What follows belongs to an exercise in optimizing a design on an open flow for small area; a production flow would make more cautious choices. Only simulation tests tie the RTL to the original design; equivalence was not proved.

**design/flow/design.v**
```verilog
package aes_pkg;
    typedef logic [128-1:0] block_t;
    typedef logic [32-1:0] word_t;
    typedef logic [8-1:0] byte_t;
endpackage
module inv_sbox_core (input logic [7:0] z, input logic kill, output logic [7:0] q);
  wire t0 = z[0] ^ z[5];
  wire t1 = z[1] ^ t0;
  wire t2 = z[3] ^ z[6];
  wire t3 = z[2] ^ t0;
  wire t4 = z[4] ^ t1;
  wire t5 = z[0] ^ z[6];
  wire t6 = z[7] ^ t2;
  wire t7 = z[2] ^ t5;
  wire t8 = z[4] ^ t2;
  wire t9 = z[5] ^ t4;
  wire t10 = z[5] ^ t7;
  wire t11 = z[7] ^ t1;
  wire t12 = z[7] ^ t3;
  wire t13 = t4 ^ t6;
  wire D = t11;
  wire T1 = t3;
  wire T2 = z[6];
  wire T3 = z[5];
  wire T4 = t10;
  wire T6 = t13;
  wire T8 = t8;
  wire T9 = z[4];
  wire T10 = t2;
  wire T13 = t7;
  wire T14 = t12;
  wire T15 = z[7];
  wire T16 = t4;
  wire T17 = t1;
  wire T19 = z[2];
  wire T20 = t0;
  wire T22 = z[0];
  wire T23 = t5;
  wire T24 = z[3];
  wire T25 = z[1];
  wire T26 = t9;
  wire T27 = t6;
  wire M1 = T13 & T6;
  wire M2 = T23 & T8;
  wire M3 = T14 ^ M1;
  wire M4 = T19 & D;
  wire M5 = M4 ^ M1;
  wire M6 = T3 & T16;
  wire M7 = T22 & T9;
  wire M8 = T26 ^ M6;
  wire M9 = T20 & T17;
  wire M10 = M9 ^ M6;
  wire M11 = T1 & T15;
  wire M12 = T4 & T27;
  wire M13 = M12 ^ M11;
  wire M14 = T2 & T10;
  wire M15 = M14 ^ M11;
  wire M16 = M3 ^ M2;
  wire M17 = M5 ^ T24;
  wire M18 = M8 ^ M7;
  wire M19 = M10 ^ M15;
  wire M20_p = M16 ^ M13;
  wire M20 = M20_p & ~kill;
  wire M21_p = M17 ^ M15;
  wire M21 = M21_p & ~kill;
  wire M22_p = M18 ^ M13;
  wire M22 = M22_p & ~kill;
  wire M23_p = M19 ^ T25;
  wire M23 = M23_p & ~kill;
  wire M24 = M22 ^ M23;
  wire M25 = M22 & M20;
  wire M26 = M21 ^ M25;
  wire M27 = M20 ^ M21;
  wire M28 = M23 ^ M25;
  wire M29 = M28 & M27;
  wire M30 = M26 & M24;
  wire M31 = M20 & M23;
  wire M32 = M27 & M31;
  wire M33 = M27 ^ M25;
  wire M34 = M21 & M22;
  wire M35 = M24 & M34;
  wire M36 = M24 ^ M25;
  wire M37 = M21 ^ M29;
  wire M38 = M32 ^ M33;
  wire M39 = M23 ^ M30;
  wire M40 = M35 ^ M36;
  wire M41 = M38 ^ M40;
  wire M42 = M37 ^ M39;
  wire M43 = M37 ^ M38;
  wire M44 = M39 ^ M40;
  wire M45 = M42 ^ M41;
  wire M46 = M44 & T6;
  wire M47 = M40 & T8;
  wire M48 = M39 & D;
  wire M49 = M43 & T16;
  wire M50 = M38 & T9;
  wire M51 = M37 & T17;
  wire M52 = M42 & T15;
  wire M53 = M45 & T27;
  wire M54 = M41 & T10;
  wire M55 = M44 & T13;
  wire M56 = M40 & T23;
  wire M57 = M39 & T19;
  wire M58 = M43 & T3;
  wire M59 = M38 & T22;
  wire M60 = M37 & T20;
  wire M61 = M42 & T1;
  wire M62 = M45 & T4;
  wire M63 = M41 & T2;
  wire l0 = M46 ^ M47;
  wire l1 = M50 ^ M51;
  wire l2 = M55 ^ M61;
  wire l3 = M59 ^ M62;
  wire l4 = M47 ^ M48;
  wire l5 = l1 ^ l4;
  wire l6 = M49 ^ M50;
  wire l7 = l0 ^ l6;
  wire l8 = M52 ^ M53;
  wire l9 = l0 ^ l8;
  wire l10 = M53 ^ M54;
  wire l11 = l1 ^ l10;
  wire l12 = M56 ^ M62;
  wire l13 = l2 ^ l12;
  wire l14 = M57 ^ M63;
  wire l15 = l2 ^ l14;
  wire l16 = M58 ^ M61;
  wire l17 = l3 ^ l16;
  wire l18 = M60 ^ M63;
  wire l19 = l3 ^ l18;
  assign q[0] = l15;
  assign q[1] = l5;
  assign q[2] = l19;
  assign q[3] = l17;
  assign q[4] = l11;
  assign q[5] = l7;
  assign q[6] = l13;
  assign q[7] = l9;
endmodule
module inv_sbox_out (input logic [7:0] q, output logic [7:0] s);
  wire p0 = q[3] ^ q[7];
  wire p1 = q[4] ^ p0;
  wire p2 = q[1] ^ p1;
  wire p3 = q[6] ^ p2;
  wire p4 = q[0] ^ p3;
  wire p5 = q[2] ^ q[5];
  wire p6 = q[4] ^ p4;
  wire p7 = q[5] ^ p0;
  wire p8 = q[4] ^ p7;
  wire p9 = p4 ^ p5;
  wire p10 = q[0] ^ q[3];
  wire p11 = p9 ^ p10;
  assign s[0] = q[0];
  assign s[1] = p7;
  assign s[2] = p1;
  assign s[3] = p6;
  assign s[4] = p2;
  assign s[5] = p9;
  assign s[6] = p11;
  assign s[7] = p8;
endmodule
module inv_sub_bytes_core (input logic [127:0] state_in, input logic kill, output logic [127:0] state_out);
  for (genvar i = 0; i < 16; i++) begin : g_byte
    inv_sbox_core u_sbox (.z(state_in[8*i +: 8]), .kill(kill), .q(state_out[8*i +: 8]));
  end
endmodule
module inv_sub_bytes_out (input logic [127:0] state_in, output logic [127:0] state_out);
  for (genvar i = 0; i < 16; i++) begin : g_byte
    inv_sbox_out u_out (.q(state_in[8*i +: 8]), .s(state_out[8*i +: 8]));
  end
endmodule
module inv_mix_col (input logic [31:0] a, output logic [31:0] o);
  wire x32 = a[27] ^ a[19];
  wire x33 = a[11] ^ a[3];
  wire x34 = a[20] ^ a[4];
  wire x35 = a[28] ^ a[12];
  wire x36 = a[23] ^ a[15];
  wire x37 = a[31] ^ a[7];
  wire x38 = a[17] ^ a[1];
  wire x39 = a[25] ^ a[9];
  wire x40 = a[29] ^ a[21];
  wire x41 = a[13] ^ a[5];
  wire x42 = x36 ^ x37;
  wire x43 = a[22] ^ a[6];
  wire x44 = a[30] ^ a[14];
  wire x45 = a[18] ^ x33;
  wire x46 = a[2] ^ x32;
  wire x47 = a[26] ^ a[0];
  wire x48 = a[16] ^ a[10];
  wire x49 = a[24] ^ a[8];
  wire x50 = a[28] ^ x34;
  wire x51 = a[12] ^ x34;
  wire x52 = x41 ^ x43;
  wire x53 = a[19] ^ x35;
  wire x54 = a[3] ^ x35;
  wire x55 = x42 ^ x45;
  wire x56 = x42 ^ x46;
  wire x57 = x32 ^ x33;
  wire x58 = x38 ^ x40;
  wire x59 = x39 ^ x41;
  wire x60 = a[26] ^ a[10];
  wire x61 = a[21] ^ a[13];
  wire x62 = a[11] ^ a[2];
  wire x63 = a[29] ^ a[5];
  wire x64 = a[27] ^ a[18];
  wire x65 = x47 ^ x50;
  wire x66 = a[20] ^ x53;
  wire x67 = a[30] ^ x52;
  wire x68 = a[4] ^ x54;
  wire x69 = x48 ^ x51;
  wire x70 = a[14] ^ x40;
  wire x71 = x43 ^ x70;
  wire x72 = a[15] ^ a[7];
  wire x73 = a[31] ^ a[23];
  wire x74 = a[22] ^ x63;
  wire x75 = x44 ^ x74;
  wire x76 = a[6] ^ x61;
  wire x77 = x44 ^ x76;
  wire x78 = a[11] ^ x56;
  wire x79 = x34 ^ x57;
  wire x80 = x35 ^ x57;
  wire x81 = a[27] ^ x55;
  wire x82 = a[26] ^ x55;
  wire x83 = a[24] ^ x82;
  wire x84 = a[8] ^ x56;
  wire x85 = a[10] ^ x84;
  wire x86 = a[9] ^ x69;
  wire x87 = a[25] ^ x65;
  wire x88 = x38 ^ x47;
  wire x89 = a[16] ^ x49;
  wire x90 = x45 ^ x47;
  wire x91 = x40 ^ x59;
  wire x92 = x44 ^ x91;
  wire x93 = x72 ^ x92;
  wire x94 = a[21] ^ x89;
  wire x95 = a[18] ^ x48;
  wire x96 = a[0] ^ x49;
  wire x97 = a[5] ^ x96;
  wire x98 = x51 ^ x58;
  wire x99 = a[17] ^ a[2];
  wire x100 = x75 ^ x99;
  wire x101 = a[24] ^ x37;
  wire x102 = a[20] ^ x54;
  wire x103 = x64 ^ x102;
  wire x104 = x100 ^ x103;
  wire x105 = a[16] ^ a[0];
  wire x106 = a[1] ^ x77;
  wire x107 = x93 ^ x104;
  wire x108 = a[8] ^ x62;
  wire x109 = x78 ^ x88;
  wire x110 = x78 ^ x87;
  wire x111 = x81 ^ x86;
  wire x112 = x67 ^ x80;
  wire x113 = a[23] ^ x112;
  wire x114 = x75 ^ x79;
  wire x115 = a[15] ^ x114;
  wire x116 = x38 ^ x48;
  wire x117 = x81 ^ x116;
  wire x118 = a[1] ^ x107;
  wire x119 = x79 ^ x118;
  wire x120 = x71 ^ x80;
  wire x121 = a[7] ^ x120;
  wire x122 = a[1] ^ x85;
  wire x123 = x68 ^ x122;
  wire x124 = x117 ^ x119;
  wire x125 = x75 ^ x124;
  wire x126 = a[17] ^ x66;
  wire x127 = x83 ^ x126;
  wire x128 = x66 ^ x90;
  wire x129 = x93 ^ x128;
  wire x130 = a[19] ^ x39;
  wire x131 = x83 ^ x130;
  wire x132 = x77 ^ x109;
  wire x133 = x75 ^ x96;
  wire x134 = x36 ^ x79;
  wire x135 = x129 ^ x132;
  wire x136 = a[3] ^ x39;
  wire x137 = x85 ^ x136;
  wire x138 = a[24] ^ x71;
  wire x139 = x101 ^ x105;
  wire x140 = x110 ^ x137;
  wire x141 = x104 ^ x139;
  wire x142 = a[31] ^ x77;
  wire x143 = x79 ^ x142;
  wire x144 = x93 ^ x140;
  wire x145 = x138 ^ x144;
  wire x146 = x64 ^ x91;
  wire x147 = x94 ^ x146;
  wire x148 = x65 ^ x147;
  wire x149 = a[23] ^ x121;
  wire x150 = x139 ^ x149;
  wire x151 = x140 ^ x150;
  wire x152 = x89 ^ x134;
  wire x153 = x132 ^ x152;
  wire x154 = x127 ^ x153;
  wire x155 = a[7] ^ x100;
  wire x156 = x90 ^ x155;
  wire x157 = a[12] ^ x156;
  wire x158 = x69 ^ x91;
  wire x159 = x62 ^ x158;
  wire x160 = x138 ^ x139;
  wire x161 = x159 ^ x160;
  wire x162 = x70 ^ x161;
  wire x163 = x109 ^ x162;
  wire x164 = x42 ^ x163;
  wire x165 = x97 ^ x159;
  wire x166 = x120 ^ x164;
  wire x167 = x131 ^ x163;
  wire x168 = x67 ^ x163;
  wire x169 = x71 ^ x166;
  wire x170 = x137 ^ x169;
  wire x171 = x58 ^ x95;
  wire x172 = x66 ^ x171;
  wire x173 = x97 ^ x172;
  wire x174 = x52 ^ x94;
  wire x175 = a[4] ^ x161;
  wire x176 = x166 ^ x175;
  wire x177 = x174 ^ x176;
  wire x178 = a[23] ^ x106;
  wire x179 = x95 ^ x178;
  wire x180 = a[12] ^ x179;
  wire x181 = x46 ^ x180;
  wire x182 = x35 ^ x181;
  wire x183 = x67 ^ x180;
  wire x184 = x87 ^ x183;
  wire x185 = x154 ^ x184;
  wire x186 = a[31] ^ x138;
  wire x187 = x60 ^ x64;
  wire x188 = x136 ^ x187;
  wire x189 = a[4] ^ x188;
  wire x190 = x186 ^ x189;
  wire x191 = a[25] ^ x190;
  assign o[24] = ~x166;
  assign o[25] = ~x177;
  assign o[26] = ~x145;
  assign o[27] = ~x131;
  assign o[28] = ~x167;
  assign o[29] = x111;
  assign o[30] = ~x143;
  assign o[31] = ~x157;
  assign o[16] = ~x135;
  assign o[17] = ~x148;
  assign o[18] = ~x141;
  assign o[19] = ~x117;
  assign o[20] = ~x125;
  assign o[21] = x123;
  assign o[22] = ~x113;
  assign o[23] = ~x191;
  assign o[8] = ~x168;
  assign o[9] = ~x173;
  assign o[10] = ~x151;
  assign o[11] = ~x137;
  assign o[12] = ~x170;
  assign o[13] = x110;
  assign o[14] = ~x115;
  assign o[15] = ~x182;
  assign o[0] = ~x119;
  assign o[1] = ~x165;
  assign o[2] = ~x154;
  assign o[3] = ~x109;
  assign o[4] = ~x129;
  assign o[5] = x127;
  assign o[6] = ~x121;
  assign o[7] = ~x185;
endmodule
module inv_mix_columns (input logic [127:0] state_in, output logic [127:0] state_out);
  for (genvar c = 0; c < 4; c++) begin : g_col
    inv_mix_col u_col (.a(state_in[32*c +: 32]), .o(state_out[32*c +: 32]));
  end
endmodule
module aes_inv_round
(
    input  logic            clk,
    input  logic            rst,
    input  logic            in_valid,
    input  aes_pkg::block_t cipher_block,
    input  aes_pkg::block_t round_key,
    output logic            out_valid,
    output aes_pkg::block_t plain_block
);
    localparam int num_rows = 32 / 8;
    aes_pkg::block_t key_added;
    aes_pkg::block_t mixed;
    aes_pkg::block_t stage1_q;
    aes_pkg::block_t shifted;
    aes_pkg::block_t subbed;
    aes_pkg::block_t result_q;
    logic [2-1:0] valid_pipe;
    assign key_added = cipher_block ^ round_key;
    inv_mix_columns inv_mix_columns_i
    (
        .state_in  (key_added),
        .state_out (mixed)
    );
    always_ff @(posedge clk)
    begin
        stage1_q <= mixed;
    end
    for (genvar c = 0; c < 4; c++)
    begin : g_col
        for (genvar r = 0; r < num_rows; r++)
        begin : g_row
            localparam int src_col = (c - r + 4) % 4;
            localparam int dst_lsb = (4 - 1 - c) * 32
                                   + (num_rows - 1 - r) * 8;
            localparam int src_lsb = (4 - 1 - src_col) * 32
                                   + (num_rows - 1 - r) * 8;
            assign shifted[dst_lsb +: 8] =
                stage1_q[src_lsb +: 8];
        end
    end
    inv_sub_bytes_core inv_sub_bytes_core_i
    (
        .state_in  (shifted),
        .kill      (rst),
        .state_out (subbed)
    );
    always_ff @(posedge clk)
    begin
        if (rst | valid_pipe[0])
        begin
            result_q <= subbed;
        end
    end
    inv_sub_bytes_out inv_sub_bytes_out_i
    (
        .state_in  (result_q),
        .state_out (plain_block)
    );
    always_ff @(posedge clk)
    begin
        if (rst)
        begin
            valid_pipe <= '0;
        end
        else
        begin
            valid_pipe <= {valid_pipe[2-2:0], in_valid};
        end
    end
    assign out_valid = valid_pipe[2-1];
endmodule
```
**design/flow/flow/run.sh**
```bash
#!/bin/bash
# Own layout flow: the standard layout (standard.sh), except that
#  - Yosys's ABC step uses the area-oriented mapping script in flow/custom.abc
#    (registers, their names and the rest of the synthesis are as in the standard flow);
#  - the port buffers placed on every input and output are the smallest buffer cell.
set -euo pipefail
W=$(pwd)
FLOWDIR=$W/flow
# Synthesis script: ORFS's synth.tcl with only the ABC script swapped
sed "s#log_cmd abc {\*}\$abc_args#log_cmd abc {*}[lreplace \$abc_args 1 1 $FLOWDIR/custom.abc]#" \
    "$FLOW_HOME/scripts/synth.tcl" > "$W/own_synth_core.tcl"
grep -q "custom.abc" "$W/own_synth_core.tcl"
sed "s#source \$::env(SCRIPTS_DIR)/synth.tcl#source $W/own_synth_core.tcl#" \
    "$W/synth_recipe.tcl" > "$W/own_synth.tcl"
grep -q "own_synth_core.tcl" "$W/own_synth.tcl"
sed -e "s#SYNTH_SCRIPT=[^ ]*synth_recipe.tcl#SYNTH_SCRIPT=$W/own_synth.tcl#" \
    -e "s#^make #make 'BUFFER_PORTS_ARGS=-buffer_cell sky130_fd_sc_hd__buf_1' #" \
    "$W/standard.sh" > "$W/own_standard.sh"
grep -q "own_synth.tcl" "$W/own_standard.sh"
grep -q "BUFFER_PORTS_ARGS" "$W/own_standard.sh"
bash "$W/own_standard.sh" finish > "$W/flow_make.log" 2>&1
```
**design/flow/flow/custom.abc**
```
strash; dch; amap
```
**design/flow/standard.sh**
```bash
#!/bin/bash
# synth_recipe.tcl (not shown) runs the flow's synth.tcl, then flattens the netlist and writes it again
# the make line also repeats each setting of config.mk as NAME=value (left out here)
make -C /OpenROAD-flow-scripts/flow DESIGN_CONFIG=/design/flow/config.mk WORK_HOME=/design/flow/orfs CLKGATE_MAP_FILE= SYNTH_SCRIPT=/design/flow/synth_recipe.tcl "${@:-finish}"
```
**design/flow/config.mk**
```make
export PLATFORM = sky130hd
export DESIGN_NAME = aes_inv_round
export DESIGN_NICKNAME = aes_inv_round
export VERILOG_FILES = /design/flow/design.v
export SDC_FILE = /design/flow/constraint.sdc
export NUM_CORES = 4
export LEC_CHECK = 0
export CAP_MARGIN = 20
export CORE_MARGIN = 2
export CORE_UTILIZATION = 55
export GPL_TIMING_DRIVEN = 0
export SLEW_MARGIN = 20
```
**design/flow/constraint.sdc**
```tcl
create_clock -name core_clock -period 5.0 [get_ports {clk}]
set_input_delay 1.0000 -clock core_clock [delete_from_list [all_inputs] [get_ports {clk}]]
set_output_delay 1.0000 -clock core_clock [all_outputs]
set_load 0.01 [all_outputs]
```
==> implementation parameters, run 1 <==
Parameter                              Value

Timing
  Pin slew with the least headroom to its limit    0.855 ns
  Relative slew slack    42.4%
  Post-route minimum period    4.68 ns
  Hold Fails Final Rpt    0
  Slack of the critical path    0.324 ns
  Total negative setup slack    0 ns
  Highest attainable clock frequency    214 MHz
  # setup viols final    0
  Max-slew violation count    0
  Worst setup skew after layout    0.0124 ns
  Final worst path period share    93.5%

Synthesis
  Count of flip-flops with a built-in enable after synthesis    128
  Async SR Flop Fraction    0%
  Multiplexer share of the synthesized area    0%
  Fraction of the mapped netlist area in adder cells    2.21%
  Combinational family with the most area after synthesis    compound AO/OA/AOI/OAI gates
  Netlist area before placement    0.0271 mm2
  Synthesized area per cell    5.98 um2
  Simple-gate share of the synthesized area    19.9%
  Post-synthesis cell type with the largest combined area    sky130_fd_sc_hd__o22ai_1
  Cell count after synthesis    4539
  Post-synth top flop    sky130_fd_sc_hd__dfxtp_1
  Cell variety after synth    24
  Number of nets produced by synthesis    4846
  Synthesized flop and latch total    258
  Number of warnings reported in the yosys synthesis log    1
  Leading cell types by total area after synthesis    sky130_fd_sc_hd__o22ai_1, sky130_fd_sc_hd__edfxtp_1, sky130_fd_sc_hd__nor2_1
  Most common cell in the synthesized netlist    sky130_fd_sc_hd__nor2_1
  List of most frequent post-synthesis cells    sky130_fd_sc_hd__nor2_1, sky130_fd_sc_hd__clkinv_1, sky130_fd_sc_hd__a21oi_1
  Share of the synthesized area in the top cell type    14.7%
  Area fraction in compound gates after synthesis    38.4%
  Share of synthesized area occupied by flip-flops and latches    23.7%
  XOR/XNOR share of the synthesized area    1.19%

Drt
  Antenna-violating nets left    0
  Total length of routed wires    75.6 mm
  DRT iter0 DRCs    2093
  Number of detailed-routing iterations run before antenna repair    6
  Post-detailed-route via-to-cell ratio    5.36
  Detailed-route via count    30.3k
  Detail-routed net length per standard cell    13.4 um
  Number of remaining DRC errors    0

Job
  Max capacitance violation total    0

Global route
  First-pass GRT wire length    119 mm
  Largest net degree at the start of global routing    49
  Total grt overflow    0
  Initial antenna violation count    0
  Global Route Usage Sum    28.3%
  Via count of the first global-routing pass    25.4k

Floorplan
  Core Box Area    0.0488 mm2
  Floorplan die height    226 um
  Cell Rows    81
  Number of ports placed on the die boundary    388
  Effective utilization at floorplan    55.6%
  Die area    0.0512 mm2
  DIE WIDTH    226 um

Place
  Post-Place Cell Area    0.0295 mm2
  RD Place Congestion    1.01
  Number of buffer cells added on primary ports    387
  Worst setup slack before clock tree synthesis    -0.884 ns
  Post-detail-place hpwl    61.0 mm

Clocking
  Sink Count    258
  Number of buffers between clock root and the deepest sink    3
  Clock insertion delay at the later pin of the skew report    0.55 ns
  TritonCTS clock tree    built
  Num CTS Buffers    35
  CTS root buf    sky130_fd_sc_hd__clkbuf_16
  Clock slew at reported path FFs    0.06 ns
  # hold bufs at CTS    0
  Deepest level of the CTS H-tree    2

Final layout
  Antenna fix cells    0
  Final cell area excluding filler cells    0.0316 mm2
  Ratio of cells with drive above 1 in the final layout    6.82%
  Growth of design area from synthesis to finish    16.3%
  Final core utilization    64.6%
  Post-layout nets    5280

Outcome
  Status  no timing/DRC/antenna violations

Critical path
  CP arrival    5.09 ns
  Setup slack, reg-to-reg    0.40 ns
  Required time of the worst setup path    5.42 ns
  Kind of end point of the critical path    flop
  Worst Reg2Reg Path Length in Cells    25
  Type of the worst setup path    in -> reg
  Capture instance of the worst register-to-register path    result_q[10]$_DFFE_PP_
  Worst r2r src    stage1_q[72]$_DFF_P_
  Crit path launch type    input port
  Maximum net fanout on the critical path    5

Hold path
  Instance count along the most critical hold path    1
  HP Start    valid_pipe[0]$_SDFF_PP0_
  Class of the tightest hold or removal check    reg -> reg
  Hold worst-path end    valid_pipe[1]$_SDFF_PP0_
worst max-delay path, cell delays in order:
cell and delay [ns]:
sky130_fd_sc_hd__buf_1 0.09, sky130_fd_sc_hd__nor2_1 0.05, sky130_fd_sc_hd__a21oi_1 0.31, sky130_fd_sc_hd__clkinv_1 0.20, sky130_fd_sc_hd__o22ai_1 0.36, sky130_fd_sc_hd__clkinv_1 0.21, sky130_fd_sc_hd__o22ai_1 0.23, sky130_fd_sc_hd__nor2_1 0.06
sky130_fd_sc_hd__a21oi_1 0.33, sky130_fd_sc_hd__clkinv_1 0.23, sky130_fd_sc_hd__o22ai_1 0.27, sky130_fd_sc_hd__xor2_1 0.33, sky130_fd_sc_hd__nor2_1 0.07, sky130_fd_sc_hd__a21oi_1 0.33, sky130_fd_sc_hd__nand2_1 0.12, sky130_fd_sc_hd__o21ai_2 0.15
sky130_fd_sc_hd__inv_2 0.10, sky130_fd_sc_hd__nor2_1 0.20, sky130_fd_sc_hd__a21oi_4 0.07, sky130_fd_sc_hd__a21oi_1 0.27, sky130_fd_sc_hd__o21ai_0 0.11
worst max path at each step:
stage                                      from                       to  slack [ns]  cells after the start
final                             round_key[73]     stage1_q[76]$_DFF_P_        0.32                     21
after floorplan                   round_key[71]     stage1_q[89]$_DFF_P_        0.44                     23
after global routing      stage1_q[120]$_DFF_P_  result_q[123]$_DFFE_PP_       -0.07                     19
after CTS                     cipher_block[127]    stage1_q[121]$_DFF_P_       0.005                     24
after detailed placement         round_key[127]    stage1_q[121]$_DFF_P_       -0.88                     24
after global placement                      rst   result_q[65]$_DFFE_PP_       -3.46                      2
sequential cells by signal (all words and copies together), names as in the netlist:
signal	flops
result_q	128
stage1_q	128
valid_pipe	2
layout make-up:
cell class                 count  area [um2]
inverter                     799        3000
timing repair buffer         397        1590
tap                          664         831
fill                        4746       17300
buffer                       128         961
sequential                   258        6450
multi-input combinational   3354       17600
clock inverter                 9        97.6
clock buffer                  54        1080
repair_timing:
item,in CTS,in global routing
setup endpoints to repair,12,128
pin swaps,0,6
endpoints found under the hold margin,0,0
gates resized for setup,17,202
setup buffers,0,6
cell families after synthesis:
| family | count (synthesis) |
|---|---|
| AOI/OAI and AO/OA | 1865 |
| and+or+nand+nor | 1404 |
| buffers and inverters | 927 |
| DFF | 258 |
| adders and majority gates | 48 |
| xor gates and xnor gates | 37 |
per-stage QoR:
| stage | hold WS, ns | std cells |
|---|---|---|
| 2_1_floorplan | 0.430 | 4539 |
| 3_3_place_gp | 0.500 | 5590 |
| 3_5_place_dp | 0.509 | 5594 |
| 4_1_cts | 0.515 | 5657 |
| 5_1_grt | 0.519 | 5663 |
| 6_report | 0.508 | 5663 |
placed cells by master (no fill, tap or decap), types with 6 or more instances in the layout:
master                      count
sky130_fd_sc_hd__a31oi_1        9
sky130_fd_sc_hd__a211oi_1       6
sky130_fd_sc_hd__o21ai_1       36
sky130_fd_sc_hd__buf_4        134
sky130_fd_sc_hd__or2_0         45
sky130_fd_sc_hd__ha_1          48
sky130_fd_sc_hd__a22oi_1       23
sky130_fd_sc_hd__inv_2         13
sky130_fd_sc_hd__xor2_1        17
sky130_fd_sc_hd__clkinv_1     787
sky130_fd_sc_hd__edfxtp_1     128
sky130_fd_sc_hd__o22ai_1      581
sky130_fd_sc_hd__a21oi_1      610
sky130_fd_sc_hd__clkbuf_1      11
sky130_fd_sc_hd__buf_1        386
sky130_fd_sc_hd__nor2_1       953
sky130_fd_sc_hd__o21ai_0      425
sky130_fd_sc_hd__dfxtp_1      130
sky130_fd_sc_hd__o22ai_2       52
sky130_fd_sc_hd__a21oi_2       40
sky130_fd_sc_hd__o21ai_2       14
sky130_fd_sc_hd__nand2_1      393
sky130_fd_sc_hd__o31ai_1       15
sky130_fd_sc_hd__a211o_1        9
sky130_fd_sc_hd__clkbuf_16     40
sky130_fd_sc_hd__xnor2_1       17
sky130_fd_sc_hd__o32ai_1       12
layer usage:
metal / up-vias / global-route usage (%) / share of wire [%] / wire length, um
li1: 16800 / - / - / -
met1: 12500 / 38.8 / 47 / 35300
met2: 887 / 46.6 / 45 / 33700
met3: 123 / 3.42 / 6.3 / 4730
met4: 0 / 8.43 / 2.5 / 1880
met5: - / 0 / 0 / 0
==> inputs of run 2 (changes only) <==
--- a/design/flow/config.mk
+++ b/design/flow/config.mk
@@ -8,5 +8,7 @@
 export CAP_MARGIN = 20
 export CORE_MARGIN = 2
 export CORE_UTILIZATION = 55
+export CTS_CLUSTER_DIAMETER = 100
+export CTS_CLUSTER_SIZE = 20
 export GPL_TIMING_DRIVEN = 0
 export SLEW_MARGIN = 20
==> run 2 against run 1 <==
Net effect:
- critical path type unchanged
- register-to-register slack barely moved
- global-route usage fell by 0.54 points
- utilization fell by 1.2 points
- wire length fell by 1.4%
- flip-flop and latch count did not move
- hold slack improved by 0.0073 ns
- largest cell class unchanged
- cell count fell by 0.55%
- critical path depth rose by 1
==> implementation parameters, run 2 <==
Parameter                              Value

Job
  Max capacitance violation total    0 (unchanged)

Timing
  Relative slew slack    40.3% (was 42.4%)
  Slack of the critical path    0.320 ns (was 0.324 ns)
  Pin slew with the least headroom to its limit    0.886 ns (was 0.855 ns)
  # setup viols final    0 (unchanged)
  Tightest hold margin    0.515 ns (was 0.508 ns)
  Highest attainable clock frequency    214 MHz (about the same)
  Total negative setup slack    0 ns (unchanged)
  Post-route minimum period    4.68 ns (about the same)
  Hold Fails Final Rpt    0 (unchanged)
  Worst setup skew after layout    0.0188 ns (was 0.0124 ns)
  Max-slew violation count    0 (unchanged)
  Unrepaired setup endpoints after global routing    true
  Final worst path period share    93.6% (was 93.5%)

Synthesis
  Number of warnings reported in the yosys synthesis log    1 (unchanged)
  Netlist area before placement    0.0271 mm2 (unchanged)
  Count of flip-flops with a built-in enable after synthesis    128 (unchanged)
  Async SR Flop Fraction    0% (unchanged)
  Leading cell types by total area after synthesis    sky130_fd_sc_hd__o22ai_1, sky130_fd_sc_hd__edfxtp_1, sky130_fd_sc_hd__nor2_1 (unchanged)
  Share of synthesized area occupied by flip-flops and latches    23.7% (unchanged)
  Post-synth top flop    sky130_fd_sc_hd__dfxtp_1 (unchanged)
  Number of nets produced by synthesis    4846 (unchanged)
  Cell variety after synth    24 (unchanged)
  Share of the synthesized area in the top cell type    14.7% (unchanged)
  Most common cell in the synthesized netlist    sky130_fd_sc_hd__nor2_1 (unchanged)
  Cell count after synthesis    4539 (unchanged)
  Post-synthesis cell type with the largest combined area    sky130_fd_sc_hd__o22ai_1 (unchanged)
  Synthesized flop and latch total    258 (unchanged)
  Synthesized area per cell    5.98 um2 (unchanged)
  List of most frequent post-synthesis cells    sky130_fd_sc_hd__nor2_1, sky130_fd_sc_hd__clkinv_1, sky130_fd_sc_hd__a21oi_1 (unchanged)

Floorplan
  Number of ports placed on the die boundary    388 (unchanged)
  Cell Rows    81 (unchanged)
  Core Box Area    0.0488 mm2 (unchanged)
  Effective utilization at floorplan    55.6% (unchanged)
  Die area    0.0512 mm2 (unchanged)
  Floorplan die height    226 um (unchanged)
  DIE WIDTH    226 um (unchanged)

Global route
  Initial antenna violation count    0 (unchanged)
  Largest net degree at the start of global routing    49 (unchanged)
  First-pass GRT wire length    118 mm (was 119 mm)
  Global Route Usage Sum    27.7% (was 28.3%)
  Via count of the first global-routing pass    25.0k (was 25.4k)
  Total grt overflow    0 (unchanged)

Final layout
  Final core utilization    63.4% (was 64.6%)
  Filler cell count    4823 (was 4746)
  Commonest cells after routing, fill and taps aside    sky130_fd_sc_hd__nor2_1, sky130_fd_sc_hd__clkinv_1, sky130_fd_sc_hd__a21oi_1 (unchanged)
  Most common cell after layout, fill and taps aside    sky130_fd_sc_hd__nor2_1 (unchanged)
  Largest registers    result_q: 128 flops, stage1_q: 128 flops, valid_pipe: 2 flops (unchanged)
  Flip-flop and latch area    0.00645 mm2 (unchanged)
  Growth of design area from synthesis to finish    14.1% (was 16.3%)
  Multi-input logic area    0.0176 mm2 (about the same)
  Post-layout nets    5263 (was 5280)
  Antenna fix cells    0 (unchanged)
  Ratio of cells with drive above 1 in the final layout    6.38% (was 6.82%)

Clocking
  TritonCTS clock tree    built (unchanged)
  Clock insertion delay at the later pin of the skew report    0.53 ns (was 0.55 ns)
  # hold bufs at CTS    0 (unchanged)
  CTS root buf    sky130_fd_sc_hd__clkbuf_16 (unchanged)
  Clock slew at reported path FFs    0.08 ns (was 0.06 ns)
  Num CTS Buffers    18 (was 35)
  Deepest level of the CTS H-tree    1 (was 2)
  Sink Count    258 (unchanged)
  Number of buffers between clock root and the deepest sink    3 (unchanged)

Critical path
  Kind of end point of the critical path    flop (unchanged)
  Kind of cell adding the most delay to the critical path    compound AO/OA/AOI/OAI gates (unchanged)
  Maximum net fanout on the critical path    5 (unchanged)
  Crit path buffers/inverters    8 (was 5)
  CP cell instances    buf_1 -> nor2_1 -> a21oi_1 -> clkinv_1 -> o22ai_1 -> clkinv_1 -> o22ai_1 -> clkinv_1 -> o22ai_1 -> clkinv_1 -> o22ai_1 -> clkinv_1 -> o22ai_1 -> nand2_1 -> o21ai_0 -> clkinv_1 -> nor2_1 -> a21oi_2 -> o21ai_1 -> clkinv_1 -> o22ai_1 -> xor2_1 (was buf_1 -> nor2_1 -> a21oi_1 -> clkinv_1 -> o22ai_1 -> clkinv_1 -> o22ai_1 -> nor2_1 -> a21oi_1 -> clkinv_1 -> o22ai_1 -> xor2_1 -> nor2_1 -> a21oi_1 -> nand2_1 -> o21ai_2 -> inv_2 -> nor2_1 -> a21oi_4 -> a21oi_1 -> o21ai_0)
  Worst path max stage delay    0.38 ns (was 0.36 ns)
  Worst r2r src    stage1_q[72]$_DFF_P_ (unchanged)
  Crit path launch type    input port (unchanged)
  Total number of cells along the worst setup path    22 (was 21)
  Most numerous cell on the critical path    sky130_fd_sc_hd__clkinv_1
  Type of the worst setup path    in -> reg (unchanged)
  Cell type of the slowest stage on the worst timing path    sky130_fd_sc_hd__a21oi_1 (was sky130_fd_sc_hd__o22ai_1)
  CP arrival    5.13 ns (was 5.09 ns)
  Worst Reg2Reg Path Length in Cells    22 (was 25)
  Required time of the worst setup path    5.45 ns (was 5.42 ns)
  Critical path origin    cipher_block[15] (was round_key[73])

Drt
  Antenna-violating nets left    0 (unchanged)
  Total length of routed wires    74.6 mm (was 75.6 mm)
  Detailed-route via count    30.1k (was 30.3k)
  Number of detailed-routing iterations run before antenna repair    8 (was 6)
  Detail-routed net length per standard cell    13.2 um (was 13.4 um)
  Post-detailed-route via-to-cell ratio    5.35 (was 5.36)
  DRT iter0 DRCs    2078 (was 2093)
  Number of remaining DRC errors    0 (unchanged)

Outcome
  Status  no timing/DRC/antenna violations (unchanged)

Hold path
  HP Start    valid_pipe[0]$_SDFF_PP0_ (unchanged)
  Class of the tightest hold or removal check    reg -> reg (unchanged)
  Instance count along the most critical hold path    1 (unchanged)

Place
  RD Place Congestion    1.01 (unchanged)
  Post-detail-place hpwl    61.0 mm (unchanged)
  Worst setup slack before clock tree synthesis    -0.884 ns (unchanged)
  Number of buffer cells added on primary ports    387 (unchanged)
[run 2: cell counts after synthesis]
Identical to the previous run, type by type.
[run 2: worst paths after layout]
kind / endpoint / slack, ns
worst min-delay path: valid_pipe[1]$_SDFF_PP0_ / 0.52
worst max-delay path: stage1_q[12]$_DFF_P_ / 0.32
worst min register to register: valid_pipe[1]$_SDFF_PP0_ / 0.52
worst max register to register: result_q[10]$_DFFE_PP_ / 0.39
[run 2: final cells by class]
cell class,instances,share of cell area (%)
clock inverters,5,0.166
repair buffers,397,5.15
flip-flops and latches,258,20.8
multi-input cells,3354,56.8
plain buffers,128,3.10
clock buffers,27,1.64
inverters,799,9.69
well taps,664,2.68
[run 2: logic make-up after synthesis]
kind of cell / after synthesis / synth area share (%)
AO/OA/AOI/OAI: 1865 / 38.4
AND/OR/NAND/NOR: 1404 / 19.9
buffers and inverters: 927 / 14.6
flip-flops: 258 / 23.7
adder cells (fa/ha/maj): 48 / 2.21
XOR/XNOR: 37 / 1.19
[run 2: what timing repair did]
item / in CTS / in global routing
buffers inserted: 0 / 6
hold endpoints to repair: 0 / 0
setup endpoints to repair: 12 / 127
gates cloned: 0 / 0
pin swaps: 0 / 6
resized for setup: 18 / 203
[run 2: per-stage QoR]
stage                     std cells  area, um2
final                          5632      31000
after global routing           5632      31000
after CTS                      5626      30200
after detailed placement       5594      29500
after global placement         5590      29400
after floorplan                4539      27100
[run 2: layer usage]
layer  up-vias  global-route usage (%)  wire (um)
li1      16800                       -          -
met1     12400                    38.9      35100
met4         0                    6.32       1730
met5         -                       0          0
met3       108                    2.76       4540
met2       868                    46.0      33200

[what the ideal ports hide]
The results above use ideal ports. As a check the final layouts listed here were re-extracted and re-timed, cells and wires unchanged.
Step 1, drivers: a clkbuf_16 drives clk and a buf_2 each remaining input, both assumed.
Step 2, shift: input delay + t, output delay - t, t = (earliest + latest rising clock arrival at the registers) / 2. This alone moves slack from input paths to output paths.
Slacks: ideal ports / drivers / drivers and shift; pairs: ideal ports / drivers.
run	t (ns)	setup slack, ns	slew at the worst register clock pin (ns)
run 1	0.598	0.324 / 0.327 / -0.238	0.06 / 0.06
run 2	0.583	0.320 / 0.307 / -0.228	0.09 / 0.09
Met with ideal ports but missed after step 2: setup timing in run 1 and run 2. The setup slack of run 1, which loses most, moves by +0.003 ns with the drivers and by -0.562 ns with both steps.
